What follows belongs to an exercise in optimizing a design on an open flow for small area; a production flow would make more cautious choices.
The RTL was checked by simulation tests, not by an equivalence proof against the original design.
Power is estimated from default activity; no workload was simulated.

$ cat design/flow/flow/run.sh
#!/bin/bash
# The standard layout with two changes: clock tree synthesis adds no dummy
# loads, and the port buffers are the smallest buffer. CTS_ARGS repeats
# config.mk's CTS_* values, which it replaces.
set -euo pipefail
export CTS_ARGS="-sink_clustering_enable -repair_clock_nets -sink_clustering_size 8 -sink_clustering_max_diameter 35 -buf_list sky130_fd_sc_hd__clkbuf_4 -dont_use_dummy_load"
export BUFFER_PORTS_ARGS="-buffer_cell sky130_fd_sc_hd__buf_1"
bash standard.sh > standard_flow.log 2>&1
$ cat design/flow/standard.sh
#!/bin/bash
# synth_recipe.tcl (not shown) runs the flow's synth.tcl, then flattens the netlist and writes it again
# the make line also repeats each setting of config.mk as NAME=value (left out here)
make -C /OpenROAD-flow-scripts/flow DESIGN_CONFIG=/design/flow/config.mk WORK_HOME=/design/flow/orfs CLKGATE_MAP_FILE= SYNTH_SCRIPT=/design/flow/synth_recipe.tcl "${@:-finish}"
$ cat design/flow/config.mk
export PLATFORM = sky130hd
export DESIGN_NAME = shooter_top
export DESIGN_NICKNAME = shooter_top
export VERILOG_FILES = /design/flow/design.v
export SDC_FILE = /design/flow/constraint.sdc
export NUM_CORES = 4
export LEC_CHECK = 0
export CAP_MARGIN = 20
export CORE_MARGIN = 2
export CORE_UTILIZATION = 60
export CTS_BUF_LIST = sky130_fd_sc_hd__clkbuf_4
export CTS_CLUSTER_DIAMETER = 40
export CTS_CLUSTER_SIZE = 10
export SLEW_MARGIN = 20
export SYNTH_HIERARCHICAL = 1
$ cat design/flow/constraint.sdc
create_clock -name core_clock -period 20.0 [get_ports {CLK}]
set_input_delay 4.0000 -clock core_clock [delete_from_list [all_inputs] [get_ports {CLK}]]
set_output_delay 4.0000 -clock core_clock [all_outputs]
set_load 0.01 [all_outputs]
$ cat design/flow/design.v
`default_nettype none
package shooter_pkg;
	typedef logic [3:0] heading_t;    
	typedef logic [8:0] dist_t;       
	typedef logic [3:0] points_t;
	typedef logic [19:0] bcd_score_t;
	typedef enum logic [1:0] {
		WPN_SPREAD,    
		WPN_TRIPLE,    
		WPN_CANNON     
	} weapon_t;
	typedef enum logic [1:0] {
		EN_BRUTE,
		EN_RAIDER,
		EN_DART,
		EN_TITAN
	} enemy_t;
	typedef enum logic [2:0] {
		ST_IDLE,
		ST_FIRE,
		ST_SPAWN,
		ST_MOVE,
		ST_SWEEP,
		ST_DONE
	} step_state_t;
	localparam int SCORE_DIGITS = 5;
	localparam dist_t RANGE_AXIS = 9'd240;    
	localparam dist_t RANGE_DIAG = 9'd340;    
	localparam dist_t RANGE_SKEW = 9'd260;    
	localparam dist_t BREACH_DIST = 9'd15;
	localparam logic [15:0] SPAWN_SEED = 16'hace1;
endpackage
`default_nettype wire
`timescale 1ns/1ns
`default_nettype none
import shooter_pkg::*;
module pilot_controls
(
	input  logic     CLK,
	input  logic     RESET,
	input  logic     fire,             
	input  logic     rotate_cw,
	input  logic     rotate_ccw,
	input  logic     weapon_switch,
	input  logic     fire_take,        
	output shooter_pkg::heading_t heading,
	output logic [1:0]weapon,
	output logic     fire_pending
);
	logic [3:0] sync_a;       
	logic [3:0] sync_b;
	logic [3:0] sync_prev;    
	logic [3:0] press;
	always_ff @(posedge CLK) begin
		if (RESET) begin
			sync_a <= '1;           
			sync_b <= '1;
			sync_prev <= '1;
		end else begin
			sync_a <= {weapon_switch, rotate_ccw, rotate_cw, fire};
			sync_b <= sync_a;
			sync_prev <= sync_b;
		end
	end
	assign press = sync_prev & ~sync_b;    
	function automatic logic [1:0] next_weapon(logic [1:0] w);
		case (w)
			WPN_SPREAD: next_weapon = WPN_TRIPLE;
			WPN_TRIPLE: next_weapon = WPN_CANNON;
			default:    next_weapon = WPN_SPREAD;
		endcase
	endfunction
	always_ff @(posedge CLK) begin
		if (RESET) begin
			heading <= '0;
			weapon <= WPN_SPREAD;
			fire_pending <= 1'b0;
		end else begin
			heading <= heading + {3'd0, press[2]} - {3'd0, press[1]};
			if (press[3])
				weapon <= next_weapon(weapon);
			if (press[0])
				fire_pending <= 1'b1;    
			else if (fire_take)
				fire_pending <= 1'b0;
		end
	end
endmodule
`default_nettype wire
`timescale 1ns/1ns
`default_nettype none
module step_sequencer
(
	input  logic       CLK,
	input  logic       RESET,
	output logic [5:0] tick_cnt,
	output logic       started,      
	output logic       step_done
);
	always_ff @(posedge CLK) begin
		if (RESET) begin
			tick_cnt <= '0;
			started <= 1'b0;
		end else begin
			tick_cnt <= tick_cnt + 1'b1;
			if (tick_cnt == 6'd63)
				started <= 1'b1;
		end
	end
	assign step_done = started && (tick_cnt == 6'd23);
endmodule
`default_nettype wire
`timescale 1ns/1ns
`default_nettype none
module bullet_pool
(
	input  logic       CLK,
	input  logic       RESET,
	input  logic [5:0] tick_cnt,
	input  logic       started,
	input  logic       fire_take,
	input  logic [1:0] weapon,
	input  logic [3:0] heading,
	input  logic       hit,
	output logic       probe_valid,
	output logic [3:0] probe_heading,
	output logic [8:0] probe_dist,
	output logic [1:0] probe_weapon
);
	localparam int NA = 16;
	localparam int NB = 4;
	localparam logic [7:0] DOOMED = 8'd64;
	logic [11:0] ring_a [NA];
	logic [11:0] ring_b [NB];
	logic [3:0] shot_head;
	logic [1:0] shot_wpn;
	logic [2:0] kidx;       
	logic       swept;      
	logic        sweep;
	logic        in_b;
	logic [11:0] cur;
	logic [7:0]  code;
	logic        fill;
	logic        is_free;
	logic [7:0]  pcode;
	logic        last;
	logic [7:0]  ncode;
	logic [11:0] wr;
	function automatic logic [3:0] shot_ofs(logic [2:0] k);
		case (k)
			3'd0:    shot_ofs = 4'd2;
			3'd1:    shot_ofs = 4'd14;
			3'd2:    shot_ofs = 4'd1;
			3'd3:    shot_ofs = 4'd15;
			default: shot_ofs = 4'd0;
		endcase
	endfunction
	function automatic logic [2:0] first_shot(logic [1:0] w);
		case (w)
			2'd0:    first_shot = 3'd0;
			2'd1:    first_shot = 3'd2;
			default: first_shot = 3'd4;
		endcase
	endfunction
	function automatic logic [7:0] first_code(logic [1:0] w);
		case (w)
			2'd0:    first_code = 8'd1;
			2'd1:    first_code = 8'd65;
			default: first_code = 8'd161;
		endcase
	endfunction
	function automatic logic [1:0] code_wpn(logic [7:0] c);
		if (c[7] && (c[6] || c[5]))
			code_wpn = 2'd2;
		else if (c[7] || c[6])
			code_wpn = 2'd1;
		else
			code_wpn = 2'd0;
	endfunction
	function automatic logic [8:0] code_dist(logic [7:0] c);
		case (code_wpn(c))
			2'd0:    code_dist = 9'(7 * {3'd0, c[5:0]});
			2'd1:    code_dist = 9'(5 * {1'b0, c} + 192);
			default: code_dist = 9'({c[6:0], 2'b00} + 9'd384);
		endcase
	endfunction
	function automatic logic [8:0] range_of(logic [3:0] h);
		if (h[1:0] == 2'b00)
			range_of = 9'd240;
		else if (!h[0])
			range_of = 9'd340;
		else
			range_of = 9'd260;
	endfunction
	assign sweep = started && (tick_cnt >= 6'd3) && (tick_cnt <= 6'd22);
	assign in_b = (tick_cnt >= 6'd19);
	assign cur = in_b ? ring_b[0] : ring_a[0];
	assign code = cur[11:4];
	assign is_free = !swept || (code == 8'd0);    
	assign fill = is_free && (kidx < 3'd5);
	always_comb begin
		if (fill) begin
			probe_valid = sweep;
			probe_heading = shot_head + shot_ofs(kidx);
			pcode = first_code(shot_wpn);
		end else begin
			probe_valid = sweep && !is_free && (code != DOOMED);
			probe_heading = cur[3:0];
			pcode = code;
		end
		probe_weapon = code_wpn(pcode);
		probe_dist = code_dist(pcode);
	end
	assign last = (probe_dist >= range_of(probe_heading));
	assign ncode = last ? DOOMED : pcode + 8'd1;
	assign wr = {(probe_valid && !hit) ? ncode : 8'd0, probe_heading};
	always_ff @(posedge CLK) begin
		for (int i = 0; i < NA - 1; i++)
			ring_a[i] <= ring_a[i + 1];
		for (int i = 0; i < NB - 1; i++)
			ring_b[i] <= ring_b[i + 1];
		ring_a[NA - 1] <= (sweep && !in_b) ? wr : ring_a[0];
		ring_b[NB - 1] <= (sweep && in_b) ? wr : ring_b[0];
	end
	always_ff @(posedge CLK) begin
		if (RESET)
			swept <= 1'b0;
		else if (started && tick_cnt == 6'd23)
			swept <= 1'b1;
	end
	always_ff @(posedge CLK) begin
		if (started && tick_cnt == 6'd0) begin
			shot_head <= heading;
			shot_wpn <= weapon;
			kidx <= fire_take ? first_shot(weapon) : 3'd5;
		end else if (sweep && fill) begin
			kidx <= kidx + 3'd1;
		end
	end
endmodule
`default_nettype wire
`timescale 1ns/1ns
`default_nettype none
module enemy_pool
(
	input  logic       CLK,
	input  logic       RESET,
	input  logic [5:0] tick_cnt,
	input  logic       started,
	input  logic       probe_valid,
	input  logic [3:0] probe_heading,
	input  logic [8:0] probe_dist,
	input  logic [1:0] probe_weapon,
	output logic       hit,
	output logic       kill,
	output logic [1:0] kill_type
);
	localparam int N = 8;
	logic [17:0] ring [N];
	logic [15:0] lfsr;
	logic        spawned;
	logic [N-1:0] match;
	logic [N-1:0] sel;
	logic [4:0]   hcode;
	logic [3:0]   health;
	logic [3:0]   damage;
	logic [4:0]   newcode;
	logic [17:0]  wr;
	function automatic logic [1:0] code_type(logic [4:0] c);
		if (c[4])
			code_type = 2'd3;
		else if (!c[3])
			code_type = 2'd0;
		else if (!c[2])
			code_type = 2'd1;
		else
			code_type = 2'd2;
	endfunction
	function automatic logic [3:0] code_health(logic [4:0] c);
		if (c[4])
			code_health = c[3:0];
		else if (!c[3])
			code_health = {1'b0, c[2:0]};
		else
			code_health = {2'b00, c[1:0]};
	endfunction
	function automatic logic [4:0] spawn_code(logic [1:0] t);
		case (t)
			2'd0:    spawn_code = 5'b00110;
			2'd1:    spawn_code = 5'b01011;
			2'd2:    spawn_code = 5'b01110;
			default: spawn_code = 5'b11111;
		endcase
	endfunction
	function automatic logic [3:0] enemy_speed(logic [1:0] t);
		case (t)
			2'd0:    enemy_speed = 4'd3;
			2'd1:    enemy_speed = 4'd4;
			2'd2:    enemy_speed = 4'd5;
			default: enemy_speed = 4'd1;
		endcase
	endfunction
	function automatic logic [8:0] range_of(logic [3:0] h);
		if (h[1:0] == 2'b00)
			range_of = 9'd240;
		else if (!h[0])
			range_of = 9'd340;
		else
			range_of = 9'd260;
	endfunction
	function automatic logic le9(logic [8:0] a, logic [8:0] b);
		logic gt;
		gt = 1'b0;
		for (int i = 0; i < 9; i++)
			gt = (a[i] & ~b[i]) | (a[i] & gt) | (~b[i] & gt);
		le9 = ~gt;
	endfunction
	always_comb begin
		logic [2:0] start;
		logic       found;
		start = 3'(-tick_cnt[2:0]);    
		for (int p = 0; p < N; p++)
			match[p] = probe_valid && (ring[p][17:13] != 5'd0) &&
				(ring[p][12:9] == probe_heading) && le9(ring[p][8:0], probe_dist);
		begin
			logic [N-1:0] hi;
			logic [N-1:0] pick;
			for (int i = 0; i < N; i++)
				hi[i] = match[i] && (3'(i) >= start);
			pick = (hi != '0) ? hi : match;
			for (int i = 0; i < N; i++) begin
				sel[i] = pick[i];
				for (int j = 0; j < i; j++)
					if (pick[j])
						sel[i] = 1'b0;
			end
			found = (match != '0);
		end
		hit = found;
		hcode = '0;
		for (int p = 0; p < N; p++)
			if (sel[p])
				hcode = hcode | ring[p][17:13];
	end
	always_comb begin
		case (probe_weapon)
			2'd0:    damage = 4'd2;
			2'd1:    damage = 4'd3;
			default: damage = 4'd9;
		endcase
	end
	assign health = code_health(hcode);
	assign kill = hit && (damage >= health);
	assign kill_type = code_type(hcode);
	assign newcode = kill ? 5'd0 : 5'(hcode - {1'b0, damage});
	always_comb begin
		logic       spawn;
		logic [4:0] c;
		logic [3:0] h;
		logic [8:0] d;
		spawn = (ring[0][17:13] == 5'd0) && !spawned;
		c = spawn ? spawn_code(lfsr[5:4]) : ring[0][17:13];
		h = spawn ? lfsr[3:0] : ring[0][12:9];
		d = spawn ? range_of(lfsr[3:0]) : ring[0][8:0];
		wr = {(d < 9'd15) ? 5'd0 : c, h, 9'(d - {5'd0, enemy_speed(code_type(c))})};
	end
	logic pass;
	assign pass = (tick_cnt[5:3] == 3'd3);    
	always_ff @(posedge CLK) begin
		for (int p = 0; p < N - 1; p++) begin
			ring[p] <= ring[p + 1];
			if (sel[p + 1])
				ring[p][17:13] <= newcode;
		end
		if (sel[0])
			ring[N - 1] <= {newcode, ring[0][12:0]};
		else if (pass)
			ring[N - 1] <= wr;
		else if (!started && !tick_cnt[5])
			ring[N - 1] <= {5'd0, ring[0][12:0]};
		else
			ring[N - 1] <= ring[0];
	end
	always_ff @(posedge CLK) begin
		if (tick_cnt == 6'd23)
			spawned <= 1'b0;
		else if (pass && ring[0][17:13] == 5'd0)
			spawned <= 1'b1;
	end
	always_ff @(posedge CLK) begin
		if (RESET)
			lfsr <= 16'hace1;
		else if (tick_cnt == 6'd31)
			lfsr <= {lfsr[14:0], lfsr[15] ^ lfsr[13] ^ lfsr[12] ^ lfsr[10]};
	end
endmodule
`default_nettype wire
`timescale 1ns/1ns
`default_nettype none
module score_keeper
(
	input  logic        CLK,
	input  logic        RESET,
	input  logic        fire_take,
	input  logic        kill,
	input  logic [1:0]  kill_type,
	output logic [19:0] score_bcd
);
	function automatic logic [4:0] bcd_inc(logic [3:0] d, logic c);
		logic t;
		t = c & d[0];
		bcd_inc[0] = d[0] ^ c;
		bcd_inc[1] = d[1] ^ (t & ~d[3]);
		bcd_inc[2] = d[2] ^ (t & d[1]);
		bcd_inc[3] = d[3] ^ (t & (d[3] | (d[1] & d[2])));
		bcd_inc[4] = t & d[3];
	endfunction
	logic [3:0] add_units;
	logic       add_tens;
	logic [4:0] s0;
	logic       c0;
	logic [3:0] d0;
	logic [4:0] i1a;
	logic [4:0] i1b;
	logic [4:0] i2;
	logic [4:0] i3;
	logic [4:0] i4;
	always_comb begin
		add_tens = 1'b0;
		if (kill) begin
			case (kill_type)
				2'd0: add_units = 4'd6;
				2'd1: add_units = 4'd3;
				2'd2: add_units = 4'd2;
				default: begin
					add_units = 4'd5;
					add_tens = 1'b1;
				end
			endcase
		end else begin
			add_units = {3'd0, fire_take};
		end
	end
	assign s0 = {1'b0, score_bcd[3:0]} + {1'b0, add_units};
	assign c0 = (s0 >= 5'd10);
	assign d0 = c0 ? 4'(s0 + 5'd6) : s0[3:0];
	assign i1a = bcd_inc(score_bcd[7:4], add_tens);
	assign i1b = bcd_inc(i1a[3:0], c0);
	assign i2 = bcd_inc(score_bcd[11:8], i1a[4] | i1b[4]);
	assign i3 = bcd_inc(score_bcd[15:12], i2[4]);
	assign i4 = bcd_inc(score_bcd[19:16], i3[4]);
	always_ff @(posedge CLK) begin
		if (RESET)
			score_bcd <= '0;
		else
			score_bcd <= {i4[3:0], i3[3:0], i2[3:0], i1b[3:0], d0};
	end
endmodule
`default_nettype wire
`timescale 1ns/1ns
`default_nettype none
module shooter_top #(
	parameter int TICK_CYCLES = 64,
	parameter int BULLET_SLOTS = 20,
	parameter int ENEMY_SLOTS = 8
) (
	input  logic                   CLK,
	input  logic                   RESET,
	input  logic                   fire,
	input  logic                   rotate_cw,
	input  logic                   rotate_ccw,
	input  logic                   weapon_switch,
	output shooter_pkg::heading_t  heading,
	output logic [1:0] weapon,
	output shooter_pkg::bcd_score_t score_bcd,
	output logic                   kill,
	output logic [1:0]  kill_type,
	output logic                   step_done
);
	logic       fire_pending;
	logic       fire_take;
	logic [5:0] tick_cnt;
	logic       started;
	logic       probe_valid;
	logic [3:0] probe_heading;
	logic [8:0] probe_dist;
	logic [1:0] probe_weapon;
	logic       hit;
	pilot_controls u_pilot_controls (
		.CLK(CLK), .RESET(RESET),
		.fire(fire), .rotate_cw(rotate_cw), .rotate_ccw(rotate_ccw),
		.weapon_switch(weapon_switch), .fire_take(fire_take),
		.heading(heading), .weapon(weapon), .fire_pending(fire_pending)
	);
	step_sequencer u_step_sequencer (
		.CLK(CLK), .RESET(RESET),
		.tick_cnt(tick_cnt), .started(started), .step_done(step_done)
	);
	assign fire_take = started && (tick_cnt == 6'd0) && fire_pending;
	bullet_pool u_bullet_pool (
		.CLK(CLK), .RESET(RESET), .tick_cnt(tick_cnt), .started(started),
		.fire_take(fire_take), .weapon(weapon), .heading(heading), .hit(hit),
		.probe_valid(probe_valid), .probe_heading(probe_heading),
		.probe_dist(probe_dist), .probe_weapon(probe_weapon)
	);
	enemy_pool u_enemy_pool (
		.CLK(CLK), .RESET(RESET), .tick_cnt(tick_cnt), .started(started),
		.probe_valid(probe_valid), .probe_heading(probe_heading),
		.probe_dist(probe_dist), .probe_weapon(probe_weapon),
		.hit(hit), .kill(kill), .kill_type(kill_type)
	);
	score_keeper u_score_keeper (
		.CLK(CLK), .RESET(RESET),
		.fire_take(fire_take), .kill(kill), .kill_type(kill_type),
		.score_bcd(score_bcd)
	);
endmodule
`default_nettype wire
==> notes.md, run 1 <==
final setup TNS=0 ns; Data required, critical path=about 16 ns; CTS hold repair buffers=0; leakage power=7.35 nW; clock root cell=clkbuf_4; Fin. Hold Viols=0; status=finished clean; DRT Wirelength=35.5 mm; crit-path most repeated cell=a21oi_1; RSZ-0062 raised after global routing=false; Skew-Pair Late Insertion Delay=0.71 ns; WHS Endpoint=u_bullet_pool.ring_a[14][4]; max-slew violation count=0; syn nets=1,649; min-delay src=u_bullet_pool.ring_a[15][4]; post-layout net count=1,726; TritonRoute pass-1 iters=5; Post-synth top flop=dfxtp_1; Max FO, Critical Path=18; first-pass GRT wire length=56.4 mm; maxcap violations=0; Worst path max stage delay=approximately 0.75 ns; GPL Wtd Cong=0.944; register area share after synthesis=0.549; HPWL Detailed=roughly 25 mm; TritonCTS clock tree=built; clock tree buffer depth=3; post-layout minimum cycle time=15.31 ns; Post-CTS Setup Bufs=0; Slowest-stage cell, CP=a21oi_1; Tot GR Track Use=0.243; CTS clk-pin slew, worst paths=0.08 ns; Clock Skews=roughly 0.10 ns; R2R Path End=u_score_keeper.score_bcd[17]; Setup Crit Path Kind=reg -> out; Synth Instances=1,569; Post-CTS Resized=0; DR WL/cell=17.6 um; most common cell after layout, fill and taps aside=dfxtp_1; Crit. End Element=output port; Mapped Avg Cell Area=10.7 um^2; WP depth=34; drt drc=0; PortBufs=35; final core utilization=0.645; Final Power=between 0.001 and 0.0015 W; #FFs+latches synth=between 400 and 500; most frequent cells in the layout=dfxtp_1 (448), nor2_1 (107), nand2_1 (104); TritonCTS sink count=457; Buffers & Inverters on Critical Path=4; Crit path arrival time=about 11 ns; num ports=36; highest routed layer=met4; fraction of layout cells with a size suffix above 1=0.119; reg2reg start=u_step_sequencer.tick_cnt[2]; wire length on met2=15.5 mm; Routed Antenna Nets=0; Met3 Routed Length=2.23 mm; H-tree levels=3; vias in the first global route=11,078; DIE AREA=0.0294 mm^2; cts bufs inserted=77; R2R depth=52; Worst setup SP type=flop; Fill cells=2,282; Initial Utilization=0.607; Overflow after GRT=0; 1st-iter DRT viols=roughly 800; fin crit share=0.765; Hold Slack=0.285 ns; worst vdd ir=0.0000450 V; CORE AREA=0.0277 mm^2; CP delay by family, top=compound AO/OA/AOI/OAI gates; Die H=171 um; Vias per Instance=5.73; worst-margin pin slew=0.951 ns; Yosys warnings=14; Rows=61; Max Fclk=0.0653 GHz; P&R area growth vs syn=6.22%; largest net degree at the start of global routing=70; Chip Width=between 150 and 200 um; Hold Crit Class=reg -> reg; Post-synth ARST share=0; hold depth=0; Post-synth EDFFs=9; antenna violations before repair=1; Distinct cells, synth=102; # setup viols final=0; Mapped Area=0.0168 mm^2; max_slew headroom=0.350; reg-to-reg slack, setup=5.27 ns; PD cells=79.8 mW/mm^2; via count=11,600; Metal-1 WL=between 15 and 20 mm
-- per-module statistics from Yosys (local to each module, per instance) --
module	cells inside	cell area (um^2)	copies in the design	flip-flops and latches
score_keeper	138	1210	1	20
pilot_controls	63	693	1	19
shooter_top	3	23.8	1	0
step_sequencer	28	277	1	7
enemy_pool	772	7310	1	161
bullet_pool	565	7320	1	250
-- cell type report --
cell class	count	area, um^2	share of cell area
Timing Repair Buffer	47	223	0.0125
Tap cell	378	473	0.0265
Multi-Input combinational cell	992	7090	0.397
Antenna cell	1	2.50	0.000140
Inverter	71	267	0.0149
Clock buffer	77	578	0.0323
Sequential cell	457	9240	0.517
-- Yosys cell counts (all sizes together), types with 5 or more instances --
| cell | n | area share |
|---|---|---|
| nor4 | 11 | 0.0048 |
| edfxtp | 9 | 0.016 |
| a221oi | 7 | 0.0036 |
| mux2i | 14 | 0.0083 |
| a221o | 5 | 0.0030 |
| or3 | 7 | 0.0026 |
| nor2b | 36 | 0.013 |
| a21o | 22 | 0.010 |
| a31oi | 10 | 0.0037 |
| buf | 17 | 0.0065 |
| nor3 | 20 | 0.0059 |
| dfxtp | 448 | 0.53 |
| o31ai | 8 | 0.0044 |
| or2 | 21 | 0.0078 |
| a21boi | 5 | 0.0031 |
| and3 | 7 | 0.0027 |
| xnor2 | 40 | 0.021 |
| nand3 | 29 | 0.0089 |
| a222oi | 8 | 0.0048 |
| o22ai | 14 | 0.0052 |
| a21oi | 84 | 0.027 |
| nand2b | 30 | 0.011 |
| o21ai | 53 | 0.016 |
| nand3b | 15 | 0.0067 |
| a211o | 5 | 0.0026 |
| o21bai | 8 | 0.0036 |
| nand2 | 104 | 0.023 |
| fa | 9 | 0.011 |
| and2 | 13 | 0.0051 |
| maj3 | 8 | 0.0048 |
| inv | 70 | 0.016 |
| a22oi | 12 | 0.0054 |
| nand4 | 14 | 0.0052 |
| clkbuf | 32 | 0.0071 |
| nor2 | 108 | 0.024 |
| mux2 | 51 | 0.034 |
| a32o | 15 | 0.0089 |
| ha | 65 | 0.048 |
| a22o | 6 | 0.0031 |
| or4 | 16 | 0.0076 |
| o211ai | 11 | 0.0060 |
| a211oi | 12 | 0.0064 |
| xor2 | 30 | 0.016 |
-- cells by family (layout without fill, tap and decap cells) --
family                   after synthesis  count (layout)  synth area share
adder cells (fa/ha/maj)               82              82            0.0638
XOR/XNOR                              70              70            0.0369
AO/OA/AOI/OAI                        335             335             0.144
other                                  0               1                 0
AND/OR/NAND/NOR                      440             440             0.134
flip-flops                           457             457             0.549
multiplexers                          65              65            0.0427
buffers and inverters                120             195            0.0295
-- metal layers --
metal | vias up | global-route usage
li1 | 5687 | -
met1 | 5445 | 0.336
met2 | 377 | 0.373
met3 | 91 | 0.0453
met4 | 0 | 0.108
met5 | - | 0
-- registers in the layout, summed over array words and instances, names as in the netlist --
name / flops
u_pilot_controls.sync_a: 4
u_bullet_pool.ring_a: 192
u_bullet_pool.shot_head: 4
u_pilot_controls.sync_prev: 4
u_score_keeper.score_bcd: 20
u_step_sequencer.started: 1
u_pilot_controls.weapon: 2
u_enemy_pool.spawned: 1
u_bullet_pool.shot_wpn: 2
u_pilot_controls.heading: 4
u_enemy_pool.ring: 144
u_bullet_pool.ring_b: 48
u_bullet_pool.kidx: 3
u_step_sequencer.tick_cnt: 6
u_enemy_pool.lfsr: 16
u_pilot_controls.fire_pending: 1
u_pilot_controls.sync_b: 4
u_bullet_pool.swept: 1
-- through the flow --
| stage | cell area (um^2) | worst slack, ns | std cells |
|---|---|---|---|
| 3_3_place_gp | 17300 | 5.78 | 1945 |
| 4_1_cts | 17900 | 4.71 | 2022 |
| 2_1_floorplan | 16800 | 7.79 | 1569 |
| 5_1_grt | 17900 | 3.58 | 2023 |
| 3_5_place_dp | 17300 | 5.43 | 1945 |
| 6_report | 17900 | 4.69 | 2023 |
-- how the worst max path moves through the flow --
| stage | slack, ns | end | startpoint |
|---|---|---|---|
| 2_1_floorplan | 7.79 | u_score_keeper.score_bcd[17] | u_step_sequencer.tick_cnt[0] |
| 3_3_place_gp | 5.78 | u_score_keeper.score_bcd[17] | u_step_sequencer.tick_cnt[2] |
| 3_5_place_dp | 5.43 | u_score_keeper.score_bcd[17] | u_step_sequencer.tick_cnt[2] |
| 4_1_cts | 4.71 | kill | u_step_sequencer.tick_cnt[2] |
| 5_1_grt | 3.58 | kill | u_step_sequencer.tick_cnt[2] |
| 6_report | 4.69 | kill | u_step_sequencer.tick_cnt[2] |
-- where the power goes --
| group | total [W] | switching [W] | leakage [nW] | internal [W] |
|---|---|---|---|---|
| Clock | 0.000456 | 0.000279 | 0.354 | 0.000177 |
| Combinational | 0.0000382 | 0.0000216 | 3.30 | 0.0000167 |
| Sequential | 0.000933 | 0.0000107 | 3.70 | 0.000922 |
| Total | 0.00143 | 0.000311 | 7.35 | 0.00112 |
==> run 2: changes to the inputs <==
==> design/flow/flow/run.sh (replaced) <==
#!/bin/bash
# The standard layout with two changes: clock tree synthesis adds no dummy
# loads, and the port buffers are the smallest buffer. CTS_ARGS repeats
# config.mk's CTS_* values, which it replaces.
set -euo pipefail
export CTS_ARGS="-sink_clustering_enable -repair_clock_nets -sink_clustering_size 14 -sink_clustering_max_diameter 45 -buf_list {sky130_fd_sc_hd__clkbuf_4 sky130_fd_sc_hd__clkbuf_8} -dont_use_dummy_load"
export BUFFER_PORTS_ARGS="-buffer_cell sky130_fd_sc_hd__buf_1"
bash standard.sh > standard_flow.log 2>&1
==> run 2 against run 1 <==
Setup slack improved by 0.071 ns. Sequential power about the same. Sequential share of layout area decreased by 0.23 points. First-iteration DRC count increased by 2.7%. Cell area increased by 0.45%. Largest power group unchanged. Critical path depth increased by 1.
==> notes.md, run 2 <==
Max FO, Critical Path=18 (unchanged); Initial Utilization=0.607 (unchanged); Post-CTS Resized=0 (unchanged); max-slew violation count=0 (unchanged); leakage power=7.35 nW (-0.12%); most common cell after layout, fill and taps aside=dfxtp_1; status=finished clean; H-tree levels=2 (-1); Overflow after GRT=0 (unchanged); post-layout minimum cycle time=15.24 ns (-0.0706 ns); PD cells=81.4 mW/mm^2 (+2.0%); # setup viols final=0 (unchanged); Yosys warnings=14 (unchanged); Mapped Avg Cell Area=10.7 um^2 (unchanged); clock root cell=clkbuf_8; top cell type's share of synthesized area=0.533 (unchanged); Skew-Pair Late Insertion Delay=0.59 ns (-0.12 ns); CP delay by family, top=compound AO/OA/AOI/OAI gates; maxcap violations=0 (unchanged); Rows=61 (unchanged); count of non-filler cells in the finished layout=1,993 (-1.5%); Clock Skews=0.0756 ns (-0.0287 ns); CTS clk-pin slew, worst paths=0.09 ns (about the same); DIE AREA=0.0294 mm^2 (unchanged); clock tree buffer depth=3 (unchanged); worst-margin pin slew=1.06 ns (+0.107 ns); fraction of layout cells with a size suffix above 1=0.103 (-0.0158); CTS hold repair buffers=0 (unchanged); largest family of logic cells by synthesized area=compound AO/OA/AOI/OAI gates; fin crit share=0.762 (-0.00353); Post-synth EDFFs=9 (unchanged); Placed Cells=1,945 (unchanged); Vias per Instance=5.74 (about the same); drt drc=0 (unchanged); Distinct cells, synth=102 (unchanged); Adder-Cell Fraction of Synth Area=0.0638 (unchanged); worst vdd ir=0.0000497 V (+10%); Synth Instances=1,569 (unchanged); 1st-iter DRT viols=831 (+2.7%); setup ws final=4.76 ns (+0.0706 ns); Data required, critical path=16.00 ns (about the same); #FFs+latches synth=457 (unchanged); first-pass GRT wire length=56.2 mm (-0.43%); HPWL Detailed=25.4 mm (unchanged); DR WL/cell=17.8 um (+1.2%); cts bufs inserted=48 (-38%); PortBufs=35 (unchanged); num ports=36 (unchanged); TritonCTS sink count=457 (unchanged); commonest cells in the netlist=dfxtp_1 (448), nor2_1 (107), nand2_1 (104); Worst path max stage delay=0.92 ns (+0.17 ns); Tot GR Track Use=0.241 (-0.00214); Routed Antenna Nets=0 (unchanged); largest net degree at the start of global routing=70 (unchanged); Max Fclk=0.0656 GHz (+0.46%); Placement Setup Slack=5.43 ns (unchanged); Setup Crit Path Kind=reg -> out; # diodes=0 (-1); TritonRoute pass-1 iters=8 (+3); post-synthesis simple-gate area fraction=0.134 (unchanged); mux cell area share after synthesis=0.0427 (unchanged); Post-synth ARST share=0 (unchanged); DRT Wirelength=35.5 mm (-0.25%); Compound-Gate Fraction of Synth Area=0.144 (unchanged); via count=11,432 (-1.4%); most frequent cells in the layout=dfxtp_1 (448), nor2_1 (107), nand2_1 (104); xor and xnor area share after synthesis=0.0369 (unchanged); Mapped Area=0.0168 mm^2 (unchanged); Die H=171 um (unchanged); cell taking the most area after synthesis=dfxtp_1; Placed Area=0.0173 mm^2 (unchanged); Area contributors post-synth=dfxtp_1 (53%), ha_1 (4.8%), mux2_2 (3.2%), nor2_1 (2.4%), a21oi_1 (2.3%); post-layout net count=1,697 (-1.7%); most frequent cell after synthesis=dfxtp_1; Crit path arrival time=11.24 ns (-0.07 ns); Biggest register=u_bullet_pool.ring_a; Buffers & Inverters on Critical Path=4 (unchanged); RSZ-0062 raised after global routing=false; Slowest-stage cell, CP=a2111oi_0; max_slew headroom=0.277 (-0.0730); Fin. Hold Viols=0 (unchanged); final setup TNS=0 ns (unchanged); Post-synth top flop=dfxtp_1; Hold Crit Class=reg -> reg; antenna violations before repair=0 (-1); Chip Width=171 um (unchanged); Top Registers=u_bullet_pool.ring_a x192, u_enemy_pool.ring x144, u_bullet_pool.ring_b x48; P&R area growth vs syn=6.69%; GPL Wtd Cong=0.944 (unchanged); Post-CTS Setup Bufs=0 (unchanged); TritonCTS clock tree=built; final instance area=0.0180 mm^2 (+0.45%); CORE AREA=0.0277 mm^2 (unchanged); max FFs per register=192 (unchanged); final core utilization=0.648 (+0.00289); vias in the first global route=10,810 (-2.4%); syn nets=1,649 (unchanged); Worst setup SP type=flop; Crit. End Element=output port; crit-path most repeated cell=o21ai_0; register area share after synthesis=0.549 (unchanged)
==> run 2: cell families after synthesis <==
| kind of cell | count (synthesis) |
|---|---|
| flops | 457 |
| simple gates | 440 |
| compound gates | 335 |
| buf+inv | 120 |
| fa+ha+maj | 82 |
| xor+xnor | 70 |
| mux | 65 |
==> run 2: layout make-up <==
type / count / area, um^2
multi-input cells: 992 / 7090
clock buffers: 48 / 661
flip-flops and latches: 457 / 9240
inverters: 71 / 267
repair buffers: 47 / 223
fillers: 2258 / 9750
well taps: 378 / 473
==> run 2: path summary, 6_finish.rpt <==
kind | start | to | slack [ns] | depth (start not counted)
hold / removal | u_bullet_pool.ring_a[15][4] | u_bullet_pool.ring_a[14][4] | 0.30 | 0
setup reg to reg | u_step_sequencer.tick_cnt[2] | u_score_keeper.score_bcd[17] | 5.24 | 53
setup / recovery | u_step_sequencer.tick_cnt[2] | kill | 4.76 | 35
hold reg to reg | u_bullet_pool.ring_a[15][4] | u_bullet_pool.ring_a[14][4] | 0.30 | 0
==> run 2: per-layer routing <==
layer  vias to the layer above  wire length [um]  global-route usage
met4                         0              1280              0.0954
li1                       5606                 -                   -
met5                         -                 0                   0
met3                        78              2120              0.0384
met2                       348             15400               0.370
met1                      5400             16600               0.341
==> run 2: power by group <==
part	switching (W)	total, W	internal [W]
Combinational	0.0000214	0.0000381	0.0000167
Sequential	0.0000106	0.000933	0.000922
Clock	0.000279	0.000491	0.000213
Total	0.000311	0.00146	0.00115
==> run 2: metrics by stage <==
stage / total power (W) / hold WS, ns
after CTS: 0.00148 / 0.295
after global placement: 0.000991 / 0.310
after global routing: 0.00152 / 0.282
after floorplan: 0.000979 / 0.310
final: 0.00146 / 0.300
after detailed placement: 0.000991 / 0.312
==> run 2: Yosys stat by module, one instance, submodules excluded <==
module          flip-flops and latches  area, um^2
step_sequencer                       7         277
bullet_pool                        250        7320
score_keeper                        20        1210
pilot_controls                      19         693
shooter_top                          0        23.8
enemy_pool                         161        7310
==> run 3: changes to the inputs <==
==> design/flow/flow/run.sh (replaced) <==
#!/bin/bash
# The standard layout with two changes: clock tree synthesis adds no dummy
# loads, and the port buffers are the smallest buffer. CTS_ARGS repeats
# config.mk's CTS_* values, which it replaces.
set -euo pipefail
export CTS_ARGS="-sink_clustering_enable -repair_clock_nets -sink_clustering_size 10 -sink_clustering_max_diameter 40 -buf_list {sky130_fd_sc_hd__clkbuf_2 sky130_fd_sc_hd__clkbuf_4} -dont_use_dummy_load"
export BUFFER_PORTS_ARGS="-buffer_cell sky130_fd_sc_hd__buf_1"
bash standard.sh > standard_flow.log 2>&1
==> run 3 against run 2 <==
Still clean on timing, DRC and antenna. Cell count increased by 0.60%. Non-clock buffer count did not move. Worst hold slack got worse by 0.043 ns. Critical endpoint unchanged.
==> notes.md, run 3 <==
largest net degree at the start of global routing=70 (unchanged); Buffers & Inverters on Critical Path=4 (unchanged); top cell type's share of synthesized area=0.533 (unchanged); Comb pwr share=0.028 (+0.002); max-slew violation count=0 (unchanged); clock tree buffer depth=3 (unchanged); Rows=61 (unchanged); count of non-filler cells in the finished layout=2,005 (+0.60%); drt drc=0 (unchanged); clock root cell=clkbuf_4; most frequent cell after synthesis=dfxtp_1; post-layout minimum cycle time=15.27 ns (+0.0349 ns); Worst Setup SP=u_step_sequencer.tick_cnt[2]; PD cells=77.5 mW/mm^2 (-4.9%); syn nets=1,649 (unchanged); Post-synth top flop=dfxtp_1; Post-CTS Resized=0 (unchanged); Data required, critical path=16.00 ns (about the same); PortBufs=35 (unchanged); RSZ-0062 raised after global routing=false; Synth Instances=1,569 (unchanged); fraction of layout cells with a size suffix above 1=0.109 (+0.00607); 1st-iter DRT viols=786 (-5.4%); most common cell after layout, fill and taps aside=dfxtp_1; Switching Share=0.219 (+0.00655); DR WL/cell=17.7 um (-0.53%); Die H=171 um (unchanged); first-pass GRT wire length=56.3 mm (+0.17%); #FFs+latches synth=457 (unchanged); # setup viols final=0 (unchanged); H-tree levels=2 (unchanged); DIE AREA=0.0294 mm^2 (unchanged); Clock Skews=0.129 ns (+0.0529 ns); reg2reg start=u_step_sequencer.tick_cnt[2]; register area share after synthesis=0.549 (unchanged); Setup Crit Path Kind=reg -> out; CTS hold repair buffers=0 (unchanged); CTS clk-pin slew, worst paths=0.10 ns (about the same); Pint=0.00107 W (-6.8%); Area contributors post-synth=dfxtp_1 (53%), ha_1 (4.8%), mux2_2 (3.2%), nor2_1 (2.4%), a21oi_1 (2.3%); Hold Slack=0.257 ns (-0.0434 ns); Tot GR Track Use=0.242 (+0.000360); Worst path max stage delay=0.75 ns (-0.17 ns); Hold Crit Class=reg -> reg; Mapped Avg Cell Area=10.7 um^2 (unchanged); Crit. End Element=output port; cts bufs inserted=59 (+23%); Mapped Area=0.0168 mm^2 (unchanged); HPWL Detailed=25.4 mm (unchanged); TritonCTS sink count=457 (unchanged); commonest cells in the netlist=dfxtp_1 (448), nor2_1 (107), nand2_1 (104); Yosys warnings=14 (unchanged); DRT Wirelength=35.5 mm (about the same); Routed Antenna Nets=0 (unchanged); max FFs per register=192 (unchanged); worst-margin pin slew=0.962 ns (-0.0957 ns); worst vdd ir=0.0000506 V (+2.0%); cell taking the most area after synthesis=dfxtp_1; Fin. Hold Viols=0 (unchanged); num ports=36 (unchanged); Sequential Power Share=0.679 (+0.041); Max Fclk=0.0655 GHz (-0.23%); Slowest-stage cell, CP=nor3_1; status=finished clean; Biggest register=u_bullet_pool.ring_a; Placement Setup Slack=5.43 ns (unchanged); via count=11,554 (+1.1%); setup ws final=4.73 ns (-0.0349 ns); final instance area=0.0177 mm^2 (-1.2%); Post-CTS Setup Bufs=0 (unchanged); post-layout net count=1,708 (+0.65%); Clock Power Share=0.294 (-0.042); most frequent cells in the layout=dfxtp_1 (448), nor2_1 (107), nand2_1 (104); Initial Utilization=0.607 (unchanged); Post-synth ARST share=0 (unchanged); P&R area growth vs syn=5.41%; vias in the first global route=10,940 (+1.2%); maxcap violations=0 (unchanged); Sw Pwr=0.000301 W (-3.1%); Chip Width=171 um (unchanged); antenna violations before repair=1 (+1); crit-path most repeated cell=a21oi_1; Top Registers=u_bullet_pool.ring_a x192, u_enemy_pool.ring x144, u_bullet_pool.ring_b x48; Skew-Pair Late Insertion Delay=0.75 ns (+0.16 ns); CORE AREA=0.0277 mm^2 (unchanged); Max FO, Critical Path=18 (unchanged); CP delay by family, top=compound AO/OA/AOI/OAI gates; Worst setup SP type=flop; fin crit share=0.764 (+0.00175); Post-synth EDFFs=9 (unchanged); max_slew headroom=0.342 (+0.0654); GPL Wtd Cong=0.944 (unchanged); Vias per Instance=5.76 (+0.46%); final setup TNS=0 ns (unchanged); Placed Area=0.0173 mm^2 (unchanged); min-delay src=u_enemy_pool.ring[7][8]; Distinct cells, synth=102 (unchanged); Placed Cells=1,945 (unchanged); Crit path arrival time=11.27 ns (+0.03 ns); TritonCTS clock tree=built; Overflow after GRT=0 (unchanged); TritonRoute pass-1 iters=7 (-1); leakage power=7.27 nW (-1.0%)
[run 3: cell count changes in the layout (fill, tap and decap cells not counted), sizes merged]
| cell | change |
|---|---|
| clkbuf | +11 |
| diode | +1 |
[run 3: cell type report]
cell class / instances / area (um^2)
clock buffer: 59 / 443
timing repair buffer: 47 / 223
sequential: 457 / 9240
fill: 2290 / 9970
multi-input combinational: 992 / 7090
antenna: 1 / 2.50
inverter: 71 / 267
tap: 378 / 473
[run 3: metal layers]
layer	track usage	wire length [um]	part of all wire
met1	0.340	16500	0.47
met2	0.370	15400	0.44
met3	0.0393	2230	0.063
met4	0.0999	1260	0.035
met5	0	0	0
[run 3: metrics by stage]
stage | power [W] | utilization
2_1_floorplan | 0.000979 | -
3_3_place_gp | 0.000991 | 0.624
3_5_place_dp | 0.000991 | 0.624
4_1_cts | 0.00139 | 0.640
5_1_grt | 0.00143 | 0.640
6_report | 0.00137 | 0.640
[run 3: final timing paths]
kind | endpoint | slack, ns | cells after the start
hold reg to reg | u_enemy_pool.ring[6][8] | 0.26 | 0
setup reg to reg | u_score_keeper.score_bcd[17] | 5.31 | 52
setup / recovery | kill | 4.73 | 34
hold / removal | u_enemy_pool.ring[6][8] | 0.26 | 0
[run 3: Yosys stat by module (local to each module, per instance)]
module,flops+latches,area [um^2]
bullet_pool,250,7320
enemy_pool,161,7310
pilot_controls,19,693
score_keeper,20,1210
shooter_top,0,23.8
step_sequencer,7,277
[run 3: cell families after synthesis]
family / count (synthesis) / share of synthesized area
XOR/XNOR: 70 / 0.0369
multiplexers: 65 / 0.0427
flip-flops: 457 / 0.549
adder cells (fa/ha/maj): 82 / 0.0638
buffers and inverters: 120 / 0.0295
AND/OR/NAND/NOR: 440 / 0.134
AO/OA/AOI/OAI: 335 / 0.144
[run 3: power groups by stage]
stage | clock network, W | registers (W) | logic, W
after detailed placement | 0 | 0.000953 | 0.0000381
after global routing | 0.000457 | 0.000934 | 0.0000428
final | 0.000404 | 0.000933 | 0.0000382
after global placement | 0 | 0.000953 | 0.0000379
after floorplan | 0 | 0.000951 | 0.0000283
after CTS | 0.000420 | 0.000932 | 0.0000384
==> run 4: changes to the inputs <==
--- a/design/flow/design.v
+++ b/design/flow/design.v
@@ -353,19 +353,20 @@
 	assign kill = hit && (damage >= health);
 	assign kill_type = code_type(hcode);
 	assign newcode = kill ? 5'd0 : 5'(hcode - {1'b0, damage});
+	logic pass;
+	assign pass = (tick_cnt[5:3] == 3'd3);    
 	always_comb begin
 		logic       spawn;
 		logic [4:0] c;
 		logic [3:0] h;
 		logic [8:0] d;
-		spawn = (ring[0][17:13] == 5'd0) && !spawned;
+		spawn = pass && (ring[0][17:13] == 5'd0) && !spawned;
 		c = spawn ? spawn_code(lfsr[5:4]) : ring[0][17:13];
 		h = spawn ? lfsr[3:0] : ring[0][12:9];
 		d = spawn ? range_of(lfsr[3:0]) : ring[0][8:0];
-		wr = {(d < 9'd15) ? 5'd0 : c, h, 9'(d - {5'd0, enemy_speed(code_type(c))})};
+		wr = {(pass && d < 9'd15) ? 5'd0 : c, h,
+			9'(d - (pass ? {5'd0, enemy_speed(code_type(c))} : 9'd0))};
 	end
-	logic pass;
-	assign pass = (tick_cnt[5:3] == 3'd3);    
 	always_ff @(posedge CLK) begin
 		for (int p = 0; p < N - 1; p++) begin
 			ring[p] <= ring[p + 1];
@@ -374,12 +375,10 @@
 		end
 		if (sel[0])
 			ring[N - 1] <= {newcode, ring[0][12:0]};
-		else if (pass)
-			ring[N - 1] <= wr;
-		else if (!started && !tick_cnt[5])
+		else if (!started && !tick_cnt[5] && !pass)
 			ring[N - 1] <= {5'd0, ring[0][12:0]};
 		else
-			ring[N - 1] <= ring[0];
+			ring[N - 1] <= wr;
 	end
 	always_ff @(posedge CLK) begin
 		if (tick_cnt == 6'd23)
==> design/flow/flow/run.sh (replaced) <==
#!/bin/bash
# The standard layout with two changes: clock tree synthesis adds no dummy
# loads, and the port buffers are the smallest buffer. CTS_ARGS repeats
# config.mk's CTS_* values, which it replaces.
set -euo pipefail
export CTS_ARGS="-sink_clustering_enable -repair_clock_nets -sink_clustering_size 10 -sink_clustering_max_diameter 40 -buf_list sky130_fd_sc_hd__clkbuf_4 -dont_use_dummy_load"
export BUFFER_PORTS_ARGS="-buffer_cell sky130_fd_sc_hd__buf_1"
bash standard.sh > standard_flow.log 2>&1
==> run 4 against run 3 <==
Still clean on timing, DRC and antenna. Clock skew fell by 0.016 ns. Cell count decreased by 0.15%. Register-to-register slack improved by 0.63 ns. Area after synthesis shrank 0.13%.
==> notes.md, run 4 <==
Worst path max stage delay=0.73 ns (-0.02 ns); CTS hold repair buffers=0 (unchanged); cell taking the most area after synthesis=dfxtp_1; Die H=171 um (about the same); TritonCTS sink count=457 (unchanged); worst vdd ir=0.0000413 V (-18%); crit-path most repeated cell=a21oi_1; Data required, critical path=16.00 ns (about the same); most frequent cells in the layout=dfxtp_1 (448), nand2_1 (130), nor2_1 (97); Reg area=0.00924 mm^2 (unchanged); Tot GR Track Use=0.247 (+0.00532); cts bufs inserted=58 (-1.7%); commonest cells in the netlist=dfxtp_1 (448), nand2_1 (130), nor2_1 (97); P&R area growth vs syn=5.49% (about the same); Hold Crit Class=reg -> reg; Rows=61 (unchanged); Overflow after GRT=0 (unchanged); # setup viols final=0 (unchanged); GPL Wtd Cong=0.926 (-1.9%); Metal-1 WL=16.7 mm (+1.0%); Top Registers=u_bullet_pool.ring_a x192, u_enemy_pool.ring x144, u_bullet_pool.ring_b x48; post-layout net count=1,705 (-0.18%); DRT Wirelength=35.6 mm (+0.41%); max FFs per register=192 (unchanged); H-tree levels=2 (unchanged); fraction of layout cells with a size suffix above 1=0.107 (-0.00288); most common cell after layout, fill and taps aside=dfxtp_1; antenna violations before repair=1 (unchanged); Fill cells=2,319 (+1.3%); Post-CTS Setup Bufs=0 (unchanged); RSZ-0062 raised after global routing=false; maxcap violations=0 (unchanged); max-slew violation count=0 (unchanged); drt drc=0 (unchanged); wire length on met2=15.5 mm (+0.61%); Biggest register=u_bullet_pool.ring_a; area of the multi-input gates=0.00713 mm^2 (+0.48%); Mapped Avg Cell Area=10.8 um^2 (+0.38%); CORE AREA=0.0277 mm^2 (unchanged); Post-synth ARST share=0 (unchanged); Hold Slack=0.273 ns (+0.0163 ns); Routed Antenna Nets=0 (unchanged); Yosys warnings=14 (unchanged); worst-margin pin slew=1.18 ns (+0.221 ns); leakage power=7.17 nW (-1.4%); Area contributors post-synth=dfxtp_1 (53%), ha_1 (4.8%), nand2_1 (2.9%), mux2_2 (2.9%), a21oi_1 (2.4%); PD cells=77.1 mW/mm^2 (-0.50%); status=finished clean; Worst setup SP type=flop; reg-to-reg slack, setup=5.94 ns (+0.63 ns); TritonCTS clock tree=built; WHS Endpoint=u_enemy_pool.ring[1][8]; Skew-Pair Late Insertion Delay=0.73 ns (-0.02 ns); Synth Instances=1,561 (-0.51%); clock tree buffer depth=3 (unchanged); top cell type's share of synthesized area=0.534 (+0.000714); Initial Utilization=0.607 (-0.000813); #FFs+latches synth=457 (unchanged); Mapped Area=0.0168 mm^2 (-0.13%); hold depth=0 (unchanged); Fin. Hold Viols=0 (unchanged); Crit. End Element=output port; num ports=36 (unchanged); final setup TNS=0 ns (unchanged); syn nets=1,641 (-0.49%); largest net degree at the start of global routing=67 (-4.3%); R2R Path End=u_score_keeper.score_bcd[17]; Chip Width=171 um (about the same); max_slew headroom=0.208 (-0.134); most frequent cell after synthesis=dfxtp_1; register area share after synthesis=0.550 (+0.000736); Met3 Routed Length=2.28 mm (+2.1%); CTS clk-pin slew, worst paths=0.09 ns (about the same); Post-synth EDFFs=9 (unchanged); min-delay src=u_enemy_pool.ring[2][8]; 1st-iter DRT viols=929 (+18%); fin crit share=0.745 (-0.0182); Max FO, Critical Path=18 (unchanged); vias in the first global route=11,036 (+0.88%); Vias per Instance=5.77 (+0.17%); Slowest-stage cell, CP=a21oi_1; Post-synth top flop=dfxtp_1; post-layout minimum cycle time=14.91 ns (-0.363 ns); via count=11,556 (+0.017%); TritonRoute pass-1 iters=6 (-1); PortBufs=35 (unchanged); DR WL/cell=17.8 um (+0.56%); reg2reg start=u_step_sequencer.tick_cnt[2]; clock root cell=clkbuf_4; Max Fclk=0.0671 GHz (+2.4%); Distinct cells, synth=103 (+0.98%); Post-CTS Resized=0 (unchanged); Clock Skews=0.113 ns (-0.0158 ns); R2R depth=53 (+1.9%); Crit path arrival time=10.91 ns (-0.36 ns); Setup Crit Path Kind=reg -> out; HPWL Detailed=25.8 mm (+1.5%); highest routed layer=met4; DIE AREA=0.0294 mm^2 (-0.13%); first-pass GRT wire length=57.3 mm (+1.9%)
[run 4: cell types whose count changed after synthesis, moves of 9 or more]
cell,change
clkbuf_1,-9
inv_1,-9
nand2_1,+26
nand2b_1,+10
nor2_1,-10
o21ai_0,-9
o22ai_1,-9
[run 4: cell families (layout without fill, tap and decap cells)]
| family | count (synthesis) | in the layout | share of synthesized area |
|---|---|---|---|
| simple gates | 464 | 464 | 0.142 |
| flops | 457 | 457 | 0.550 |
| compound gates | 321 | 321 | 0.141 |
| buf+inv | 106 | 168 | 0.0266 |
| fa+ha+maj | 81 | 81 | 0.0634 |
| xor+xnor | 72 | 72 | 0.0384 |
| mux | 60 | 60 | 0.0390 |
| other cells | 0 | 1 | 0 |
[run 4: final cells by class]
type                       count  area share
clock buffer                  58      0.0246
inverter                      65      0.0138
multi-input combinational    998       0.402
tap                          378      0.0267
timing repair buffer          45      0.0117
antenna                        1    0.000141
sequential                   457       0.521
[run 4: per-module statistics from Yosys (local to each module, per instance)]
module	cells	area [um^2]	copies in the design
score_keeper	122	1130	1
pilot_controls	63	693	1
bullet_pool	565	7320	1
step_sequencer	28	277	1
shooter_top	3	23.8	1
enemy_pool	780	7370	1
[run 4: worst max-delay path by stage]
stage                                            start   end  slack, ns  cells after the start
after global placement    u_step_sequencer.tick_cnt[2]  kill       6.31                     35
after floorplan           u_step_sequencer.tick_cnt[2]  kill       7.98                     36
final                     u_step_sequencer.tick_cnt[2]  kill       5.09                     35
after CTS                 u_step_sequencer.tick_cnt[2]  kill       5.07                     35
after global routing      u_step_sequencer.tick_cnt[2]  kill       4.07                     35
after detailed placement  u_step_sequencer.tick_cnt[2]  kill       5.92                     35
[run 4: layer usage]
layer,vias to the layer above,global-route usage
li1,5638,-
met1,5473,0.349
met2,360,0.383
met3,85,0.0433
met4,0,0.0859
met5,-,0
[run 4: worst max-delay path: cells and delay by family, from the launching register on]
family	cells	cell delay, ns
compound gates	15	4.89
fa+ha+maj	3	1.11
simple gates	12	2.77
xor+xnor	1	0.11
flops	1	0.50
buf+inv	4	0.84
[run 4: power by group]
group | switching (W) | internal, W
Combinational | 0.0000233 | 0.0000154
Sequential | 0.00000695 | 0.000920
Clock | 0.000269 | 0.000132
[run 4: through the flow]
step                cell area [um^2]   util  total power (W)  setup slack, ns  cells
floorplan                      16800      -         0.000974             7.98   1561
global placement               17300  0.624         0.000985             6.31   1943
detailed placement             17300  0.624         0.000986             5.92   1943
CTS                            17700  0.640          0.00139             5.07   2001
global route                   17700  0.640          0.00143             4.07   2002
finish                         17700  0.640          0.00137             5.09   2002

==> static timing again, ports no longer ideal <==
Ports are ideal in the flow. The routed layouts listed here were re-timed in OpenROAD.
Step 1 (the two cells are an assumption about what drives the block):
set clk [get_ports {CLK}]
set_driving_cell -lib_cell sky130_fd_sc_hd__clkbuf_16 $clk
set_driving_cell -lib_cell sky130_fd_sc_hd__buf_2 [delete_from_list [all_inputs] $clk]
Step 2 adds t to the input delays and takes it off the output delays; t is the mean of the earliest and latest rising clock arrival at the registers after step 1. Input paths then give back, and output paths get back, about the clock's delay inside the block.
Three values: ideal ports, drivers, drivers and shift; two values: the first two.
run	t (ns)	setup slack, ns	worst setup path after step 2	pins driven straight from the clock port
run 1	0.696	4.694 / 4.652 / 5.274	register to register	1
run 2	0.590	4.764 / 4.722 / 5.235	register to register	1
run 3	0.732	4.730 / 4.689 / 5.309	register to register	1
run 4	0.723	5.093 / 5.047 / 5.769	register to output	1
After both steps every run listed still meets setup and hold.
